This is an optimization exercise on Yosys and OpenROAD, whose aim is small area, a short achievable clock period and few clock cycles per item, not a production implementation. Only simulation tests tie the RTL to the original design; equivalence was not proved. No activity file was given, so power comes from the tool's default toggle rates.

Design pp_reduction_sequencer, start of the top module:
module pp_reduction_sequencer #(
    parameter int WIDTH  = 128,
    parameter int MAX_PP = 16,
    parameter int CNT_W  = 5
) (
    input  logic             clk,
    input  logic             rst,
    input  logic             start,
    input  logic [CNT_W-1:0] pp_count,
    output logic             busy,
    output logic             err,
    input  logic             in_valid,
    output logic             in_ready,
    input  logic [WIDTH-1:0] in_pp0,
    input  logic [WIDTH-1:0] in_pp1,
    output logic             out_valid,
    input  logic             out_ready,
    output logic [WIDTH-1:0] out_result
);
    localparam logic [CNT_W-1:0] c_MAX_PP = CNT_W'(MAX_PP);
    localparam logic [CNT_W-1:0] c_ONE    = CNT_W'(1);
    localparam int BW = 16;
    localparam int NB = WIDTH / BW;
    logic             r_active;      
    logic             r_first;       
    logic             r_odd;
    logic [CNT_W-1:0] r_beats_left;
    logic             r_mask1;       
    logic             r_res_valid;   
    logic             r_err;
    logic [WIDTH-1:0] r_acc;
    logic [NB-1:0]    r_cb;          
    logic [NB-1:0]    w_base_cb;
    logic [NB-1:0]    w_cb_next;
    logic [WIDTH-1:0] w_acc_next;
    logic [WIDTH-1:0] w_carries;
    logic             w_count_ok;
    logic [CNT_W-1:0] w_beats_init;
    logic             w_last_beat;
    logic             w_beat_fire;
    logic             w_res_take;
    logic             w_start_take;
    logic [WIDTH-1:0] w_base;
    logic [WIDTH-1:0] w_lane1;
    logic [WIDTH-1:0] w_csa_s;
    logic [WIDTH-1:0] w_csa_c;
    assign w_count_ok   = (pp_count != '0) && (pp_count <= c_MAX_PP);
    assign w_beats_init = (pp_count >> 1) + {{(CNT_W-1){1'b0}}, pp_count[0]};
    assign w_last_beat  = (r_beats_left == c_ONE);
    assign in_ready     = r_active && !(r_res_valid && !out_ready);
    assign w_beat_fire  = in_valid && in_ready;
    assign w_res_take   = r_res_valid && out_ready;
    assign busy         = r_active && !(w_beat_fire && w_last_beat);
    assign w_start_take = start && !busy;
    assign w_base  = r_first ? '0 : r_acc;
    assign w_lane1 = r_mask1 ? '0 : in_pp1;
    assign w_csa_s = w_base ^ in_pp0 ^ w_lane1;
    assign w_csa_c = {(w_base[WIDTH-2:0] & in_pp0[WIDTH-2:0]) |
                      (w_base[WIDTH-2:0] & w_lane1[WIDTH-2:0]) |
  ...
For scale: ~1700 cells after synthesis, roughly 17000 sq um of cells after synthesis.
==> flow/config.mk <==
export PLATFORM = sky130hd
export DESIGN_NAME = pp_reduction_sequencer
export DESIGN_NICKNAME = pp_reduction_sequencer
export VERILOG_FILES = /design/flow/design.v
export SDC_FILE = /design/flow/constraint.sdc
export NUM_CORES = 4
export LEC_CHECK = 0
export CAP_MARGIN = 20
export CORE_MARGIN = 2
export CORE_UTILIZATION = 60
export SLEW_MARGIN = 20
==> flow/constraint.sdc <==
create_clock -name core_clock -period 4.0 [get_ports {clk}]
set_input_delay 0.8000 -clock core_clock [delete_from_list [all_inputs] [get_ports {clk}]]
set_output_delay 0.8000 -clock core_clock [all_outputs]
set_load 0.01 [all_outputs]
standard.sh (not shown) runs the stock make flow with config.mk's settings and CLKGATE_MAP_FILE= SYNTH_SCRIPT=/design/flow/synth_recipe.tcl, a recipe that flattens the netlist after the stock synthesis.
==> flow/flow/run.sh <==
#!/bin/bash
# Standard ORFS layout, except that the port buffers are plain buf_1 cells
# (resizing may still upsize them) instead of the default delay buffers.
set -euo pipefail
bash standard.sh BUFFER_PORTS_ARGS="-buffer_cell sky130_fd_sc_hd__buf_1" finish > make_finish.log 2>&1
Testbench counts at the start, summed over its fixed seeds: cycles 8,944, items 2,000.
==> next run, changes <==
- CORE_UTILIZATION: 60 -> 65
- PLACE_DENSITY: unset -> 0.85
With this change the flow finished with setup timing left. Count of clock-buffer cells in the layout is higher by 4. Hold slack improved by 0.017 ns. Final cell count is lower by 2.3%. Setup slack got worse by 0.11 ns. Global-route usage is higher by 4.0 points. Power is higher by 4.3%.
==> next run, changes <==
==> flow/flow/run.sh (replaced) <==
#!/bin/bash
# Standard ORFS layout with two changes: synthesis maps all logic through ABC
# (no separate full/half-adder extraction), and the port buffers are plain
# buf_1 cells instead of the default delay buffers.
set -euo pipefail
bash standard.sh ADDER_MAP_FILE= BUFFER_PORTS_ARGS="-buffer_cell sky130_fd_sc_hd__buf_1" finish > make_finish.log 2>&1
- CORE_UTILIZATION: 65 -> 40
- PLACE_DENSITY: 0.85 -> unset
The new run completed and failed the layout checks on setup timing.
Setup slack gets worse by 1.2 ns.
Combinational power climbs by well over a third.
Hold slack gains 0.023 ns.
Routed wire length came out higher by a quarter to a third.

-- afterwards: timing with drivers on the ports --
How much do the figures lean on ideal ports? The routed layouts below were timed once more, with nothing changed but the port constraints.
Step 1, drivers: a clkbuf_16 drives clk and a buf_2 each remaining input, both assumed.
Step 2 adds t to the input delays and takes it off the output delays; t is the mean of the earliest and latest rising clock arrival at the registers after step 1. Input paths then give back, and output paths get back, about the clock's delay inside the block.
Three values: ideal ports, drivers, drivers and shift; two values: the first two.
run	t (ns)	setup WS [ns]	worst hold slack (ns)	worst setup path at the end	latest minus earliest clock arrival (ns)
the first run	0.479	0.043 / -0.008 / -0.088	0.488 / 0.488 / 0.488	input to register	0.015 / 0.015
the second run	0.473	-0.067 / -0.121 / -0.348	0.506 / 0.506 / 0.506	input to register	0.018 / 0.018
the third run	0.545	-1.224 / -1.279 / -1.049	0.528 / 0.509 / 0.528	input to register	0.017 / 0.016
With both steps, setup timing fails in the first run, where it was met with ideal ports. For the second run, which loses most, drivers alone change the setup slack by -0.054 ns; drivers and shift together by -0.281 ns.
